Source: an optimization exercise on an open RTL-to-GDS flow (aim: small area). Production flows keep margins and buffers that such runs may drop.
Only simulation tests tie the RTL to the original design; equivalence was not proved.
Power and IR drop assume default switching activity. The clock port is modelled as an ideal driver; clocking choices that lean on that would not hold on a real chip.

// matmul_sequencer
module matmul_sequencer (
  input  logic       clk,
  input  logic       rst,
  input  logic       rx_valid,
  input  logic [7:0] rx_data,
  output logic [7:0] tx_data,
  output logic       tx_valid,
  input  logic       tx_ready,
  output logic       busy,
  output logic       done,
  output logic       err
);
  localparam logic [2:0] HDR   = 3'd0;
  localparam logic [2:0] LDA   = 3'd1;
  localparam logic [2:0] LDB   = 3'd2;
  localparam logic [2:0] FLUSH = 3'd3;
  localparam logic [2:0] CAPA  = 3'd4;
  localparam logic [2:0] CAPB  = 3'd5;
  localparam logic [2:0] MUL   = 3'd6;
  localparam logic [2:0] SEND  = 3'd7;
  logic [2:0]    st_q;
  logic [1:0]    bcnt_q, hcnt_q;
  logic [1:0]    m_q, n_q, p_q;       
  logic [1:0]    i_q, j_q, k_q;
  logic [4:0]    ph_q;                
  logic [4:0]    pslot_q;             
  logic          pend_q;
  logic          done_q, err_q;
  logic [31:0]   x_q, acc_q;
  logic [1023:0] ring_q;
  logic        loading, wdone, dim_ok;
  ...
Settings: LEC_CHECK=0, CAP_MARGIN=20, CORE_MARGIN=2, CORE_UTILIZATION=70, CTS_BUF_LIST=sky130_fd_sc_hd__clkbuf_16, CTS_CLUSTER_DIAMETER=50, CTS_CLUSTER_SIZE=30, PLACE_DENSITY=0.9, SLEW_MARGIN=20; clock period 11.0 ns.
run.sh (not shown) runs the stock make flow with config.mk's settings and CLKGATE_MAP_FILE= SYNTH_SCRIPT=/design/flow/synth_recipe.tcl, a recipe that flattens the netlist after the stock synthesis.
Edit:
Settings changed: CORE_UTILIZATION 70 to 60, CTS_CLUSTER_DIAMETER 50 to 55, CTS_CLUSTER_SIZE 30 to 34, PLACE_DENSITY 0.9 to 0.8.
The changed run passed the timing, DRC and antenna checks.
Power decreases by 1.6%.
Routed wire length decreases by 12%.
Die area increases by 16%.
Via count decreases by 5.2%.
Setup slack loses 0.40 ns.
Global-route usage decreases by 7.7 points.
Maximum frequency decreases by 5.6%.
Non-clock buffer count decreases by 4.
First-iteration DRC count decreases by 21%.
Cell area hardly moves.
Core utilization decreases by 11 points.
Edit:
Settings changed: CTS_BUF_LIST sky130_fd_sc_hd__clkbuf_16 to sky130_fd_sc_hd__clkbuf_8 sky130_fd_sc_hd__clkbuf_16, CTS_CLUSTER_DIAMETER 55 to 45, CTS_CLUSTER_SIZE 34 to 24.
What happened: Via count climbs by about 1.7%; sequential share of layout area fell by 1.7 points; design area came out higher by about 2.4%; register-to-register slack improves by 0.02 ns; worst setup slack improves by 0.016 ns; power climbs by 6.5%; synthesized cell count is unchanged; clock-buffer cell count climbs by 31; routed wire length rises by 3.1%.
Edit:
Settings changed: CTS_BUF_LIST sky130_fd_sc_hd__clkbuf_8 sky130_fd_sc_hd__clkbuf_16 to sky130_fd_sc_hd__clkbuf_16, CTS_CLUSTER_DIAMETER 45 to 50, CTS_CLUSTER_SIZE 24 to 30.
What happened: The new run finished with timing, DRC and antenna clean; power drops by 4.5%; sequential cell count is unchanged; routed wire length drops by 3.2%; core utilization drops by 1.1 points; final cell count drops by 0.85%; die area does not change; first-iteration DRC count drops by 4.7%.

* * *

Another version of the RTL of matmul_sequencer (not shown whole).
Size: ~2100 cells after synthesis, roughly 1100 flip-flops, roughly 29000 um2 of cells after synthesis.
## matmul_sequencer
module matmul_sequencer (
  input  logic       clk,
  input  logic       rst,
  input  logic       rx_valid,
  input  logic [7:0] rx_data,
  output logic [7:0] tx_data,
  output logic       tx_valid,
  input  logic       tx_ready,
  output logic       busy,
  output logic       done,
  output logic       err
);
clock: 11.0 ns
lec_check: 0
cap_margin: 20
core_margin: 2
core_utilization: 60
cts_buf_list: sky130_fd_sc_hd__clkbuf_16
cts_cluster_diameter: 55
cts_cluster_size: 34
place_density: 0.8
slew_margin: 20
standard.sh (not shown) runs the stock make flow with config.mk's settings and CLKGATE_MAP_FILE= SYNTH_SCRIPT=/design/flow/synth_recipe.tcl, a recipe that flattens the netlist after the stock synthesis.
==> flow/flow/run.sh <==
#!/bin/bash
# The standard layout with two changes: the port buffers use the smallest
# buffer cell (sky130_fd_sc_hd__buf_1), and clock tree synthesis adds no
# dummy loads to balance its leaf nets.
set -euo pipefail
cd "$(dirname "$0")/.."
export BUFFER_PORTS_ARGS="-buffer_cell sky130_fd_sc_hd__buf_1"
export CTS_ARGS="-sink_clustering_enable -repair_clock_nets -sink_clustering_size 36 -sink_clustering_max_diameter 60 -buf_list sky130_fd_sc_hd__clkbuf_16 -dont_use_dummy_load"
bash standard.sh finish > standard_finish.log 2>&1
The starting point passed the timing, DRC and antenna checks.
Then changed:
==> flow/flow/run.sh (replaced) <==
#!/bin/bash
# The standard layout (standard.sh) with three changes:
#  - synthesis maps with an area-oriented ABC script (flow/synth_abc.tcl);
#  - the port buffers use the smallest buffer cell, sky130_fd_sc_hd__buf_1;
#  - clock tree synthesis adds no dummy loads to balance its leaf nets.
set -euo pipefail
cd "$(dirname "$0")/.."
W=$PWD
export CUSTOM_ABC_SCRIPT=$W/flow/abc_area.script
export FLOW_SYNTH_TCL=$W/synth_recipe.tcl
export BUFFER_PORTS_ARGS="-buffer_cell sky130_fd_sc_hd__buf_1"
export CTS_ARGS="-sink_clustering_enable -repair_clock_nets -sink_clustering_size 34 -sink_clustering_max_diameter 55 -buf_list sky130_fd_sc_hd__clkbuf_16 -dont_use_dummy_load"
sed "s#SYNTH_SCRIPT=[^ ]*#SYNTH_SCRIPT=$W/flow/synth_abc.tcl#" standard.sh > standard_abc.sh
bash standard_abc.sh finish > standard_finish.log 2>&1
==> flow/flow/abc_area.script (new file) <==
&get -n
&st
&syn2
&dch -f
&nf -a -R 1000
&st
&synch2
&dch -f
&nf -a -R 1000
&st
&syn2
&dch -f
&nf -a -R 1000
&st
&synch2
&dch -f
&nf -a -R 1000
&st
&dch -f
&nf -a -R 1000
&st
&dch -f
&nf -a -R 1000
&put
topo
stime -c
==> flow/flow/synth_abc.tcl (new file) <==
# The standard synthesis (synth_recipe.tcl) unchanged, except that ABC's
# technology mapping runs the area-oriented script flow/abc_area.script
# instead of ORFS's speed script. ABC maps only combinational logic, so the
# registers are the same as the standard synthesis's.
proc abc {args} {
  set i [lsearch -exact $args -script]
  if { $i >= 0 } { lset args [expr {$i + 1}] $::env(CUSTOM_ABC_SCRIPT) }
  yosys abc {*}$args
}
source $::env(FLOW_SYNTH_TCL)
After rerunning: Cell area shrinks by 0.87%; die area decreases by about 2.3%; critical path depth stays the same.
Then changed:
==> flow/flow/run.sh (replaced) <==
#!/bin/bash
# The standard layout with two changes: the port buffers use the smallest
# buffer cell (sky130_fd_sc_hd__buf_1), and clock tree synthesis adds no
# dummy loads to balance its leaf nets.
set -euo pipefail
cd "$(dirname "$0")/.."
export BUFFER_PORTS_ARGS="-buffer_cell sky130_fd_sc_hd__buf_1"
export CTS_ARGS="-sink_clustering_enable -repair_clock_nets -sink_clustering_size 34 -sink_clustering_max_diameter 55 -buf_list sky130_fd_sc_hd__clkbuf_16 -dont_use_dummy_load"
bash standard.sh finish > standard_finish.log 2>&1
removed: flow/flow/abc_area.script
removed: flow/flow/synth_abc.tcl
=>
- setup slack got worse by 0.062 ns
- clock power rose by about 2%
- non-clock buffer count fell by 1
- via count came out higher by 3.2%
- design area rises by 1.4%
- clock-buffer cell count rises by 2
Then changed:
==> flow/flow/run.sh (replaced) <==
#!/bin/bash
# The standard layout (standard.sh) with three changes:
#  - synthesis maps with an area-oriented ABC script (flow/synth_abc.tcl);
#  - the port buffers use the smallest buffer cell, sky130_fd_sc_hd__buf_1;
#  - clock tree synthesis adds no dummy loads to balance its leaf nets.
set -euo pipefail
cd "$(dirname "$0")/.."
W=$PWD
export CUSTOM_ABC_SCRIPT=$W/flow/abc_area.script
export FLOW_SYNTH_TCL=$W/synth_recipe.tcl
export BUFFER_PORTS_ARGS="-buffer_cell sky130_fd_sc_hd__buf_1"
export CTS_ARGS="-sink_clustering_enable -repair_clock_nets -sink_clustering_size 31 -sink_clustering_max_diameter 70 -buf_list sky130_fd_sc_hd__clkbuf_16 -dont_use_dummy_load"
sed "s#SYNTH_SCRIPT=[^ ]*#SYNTH_SCRIPT=$W/flow/synth_abc.tcl#" standard.sh > standard_abc.sh
bash standard_abc.sh finish > standard_finish.log 2>&1
==> flow/flow/abc_area.script (new file) <==
&get -n
&st
&syn2
&dch -f
&nf -a -R 1000
&st
&synch2
&dch -f
&nf -a -R 1000
&st
&syn2
&dch -f
&nf -a -R 1000
&st
&synch2
&dch -f
&nf -a -R 1000
&st
&dch -f
&nf -a -R 1000
&st
&dch -f
&nf -a -R 1000
&put
topo
stime -c
==> flow/flow/synth_abc.tcl (new file) <==
# The standard synthesis (synth_recipe.tcl) unchanged, except that ABC's
# technology mapping runs the area-oriented script flow/abc_area.script
# instead of ORFS's speed script. ABC maps only combinational logic, so the
# registers are the same as the standard synthesis's.
proc abc {args} {
  set i [lsearch -exact $args -script]
  if { $i >= 0 } { lset args [expr {$i + 1}] $::env(CUSTOM_ABC_SCRIPT) }
  yosys abc {*}$args
}
source $::env(FLOW_SYNTH_TCL)
Effect:
- The new run finished clean
- area after synthesis drops by a few percent
- sequential power increases by roughly a tenth
- count of clock-buffer cells in the layout decreases by 5
- register-to-register slack is better by 0.03 ns
- routed wire length goes down slightly
- cell count falls by a few percent
- total power is higher by about a fifth
- global-route usage stays flat
- core utilization grows by 0.47 points

* * *

Another version of the RTL of matmul_sequencer (not shown whole).
Size: about 24 I/O pins.
==> flow/config.mk <==
export PLATFORM = sky130hd
export DESIGN_NAME = matmul_sequencer
export DESIGN_NICKNAME = matmul_sequencer
export VERILOG_FILES = /design/flow/design.v
export SDC_FILE = /design/flow/constraint.sdc
export NUM_CORES = 4
export LEC_CHECK = 0
export CAP_MARGIN = 20
export CORE_MARGIN = 2
export CORE_UTILIZATION = 60
export CTS_BUF_LIST = sky130_fd_sc_hd__clkbuf_16
export CTS_CLUSTER_DIAMETER = 55
export CTS_CLUSTER_SIZE = 34
export PLACE_DENSITY = 0.8
export SLEW_MARGIN = 20
==> flow/constraint.sdc <==
create_clock -name core_clock -period 11.0 [get_ports {clk}]
set_input_delay 2.2000 -clock core_clock [delete_from_list [all_inputs] [get_ports {clk}]]
set_output_delay 2.2000 -clock core_clock [all_outputs]
set_load 0.01 [all_outputs]
==> flow/flow/run.sh <==
#!/bin/bash
# The standard layout, with the port buffers made from the smallest buffer
# cell (sky130_fd_sc_hd__buf_1) instead of the one buffer_ports picks.
set -euo pipefail
cd "$(dirname "$0")/.."
export BUFFER_PORTS_ARGS="-buffer_cell sky130_fd_sc_hd__buf_1"
bash standard.sh finish > standard_finish.log 2>&1
The first run finished with timing, DRC and antenna clean.
Rerun with:
==> flow/run.sh (new file) <==
#!/bin/bash
# synth_recipe.tcl (not shown) runs the flow's synth.tcl, then flattens the netlist and writes it again
# the make line also repeats each setting of config.mk as NAME=value (left out here)
make -C /OpenROAD-flow-scripts/flow DESIGN_CONFIG=/design/flow/config.mk WORK_HOME=/design/flow/orfs CLKGATE_MAP_FILE= SYNTH_SCRIPT=/design/flow/synth_recipe.tcl finish
CTS_CLUSTER_DIAMETER = 45   (was 55)
removed: flow/flow/run.sh
removed: flow/standard.sh
Outcome: The changed run completed without violations. Clock skew went down by 0.015 ns. Fmax went down by 0.81%. Register-to-register slack degrades by 0.09 ns. Routed wire length went up by 5.8%. Final cell count went up by 2.0%. Final area went up by 3.5%. Setup slack degrades by 0.085 ns. Core utilization went up by 2.3 points. Worst hold slack improves by 0.026 ns. Global-route usage went up by 1.6 points. Clock-buffer cell count went up by 27.

[static timing again, ports no longer ideal]
Ports are ideal in the flow. The routed layouts listed here were re-timed in OpenROAD.
Step 1 assumes that a clkbuf_16 drives the clock port and a buf_2 every other input.
Step 2, shift: input delay + t, output delay - t, t = (earliest + latest rising clock arrival at the registers) / 2. This alone moves slack from input paths to output paths.
Three values: ideal ports, drivers, drivers and shift; two values: the first two.
run	t, ns	setup WS [ns]	worst register clock-pin slew, ns
the first run of note 1	0.684	4.358 / 4.358 / 4.358	0.11 / 0.11
the second run of note 1	0.677	3.960 / 3.960 / 3.960	0.12 / 0.12
the third run of note 1	0.670	3.976 / 3.976 / 3.976	0.10 / 0.10
the fourth run of note 1	0.682	3.935 / 3.935 / 3.935	0.11 / 0.11
the first run of note 2	0.650	0.641 / 0.641 / 0.641	0.12 / 0.12
the second run of note 2	0.639	0.610 / 0.610 / 0.610	0.12 / 0.12
the third run of note 2	0.662	0.547 / 0.547 / 0.547	0.12 / 0.12
the fourth run of note 2	0.653	0.579 / 0.579 / 0.579	0.11 / 0.11
the first run of note 3	0.664	0.576 / 0.576 / 0.576	0.12 / 0.12
the second run of note 3	0.679	0.491 / 0.491 / 0.491	0.11 / 0.11
After both steps setup and hold are still met in every run listed.
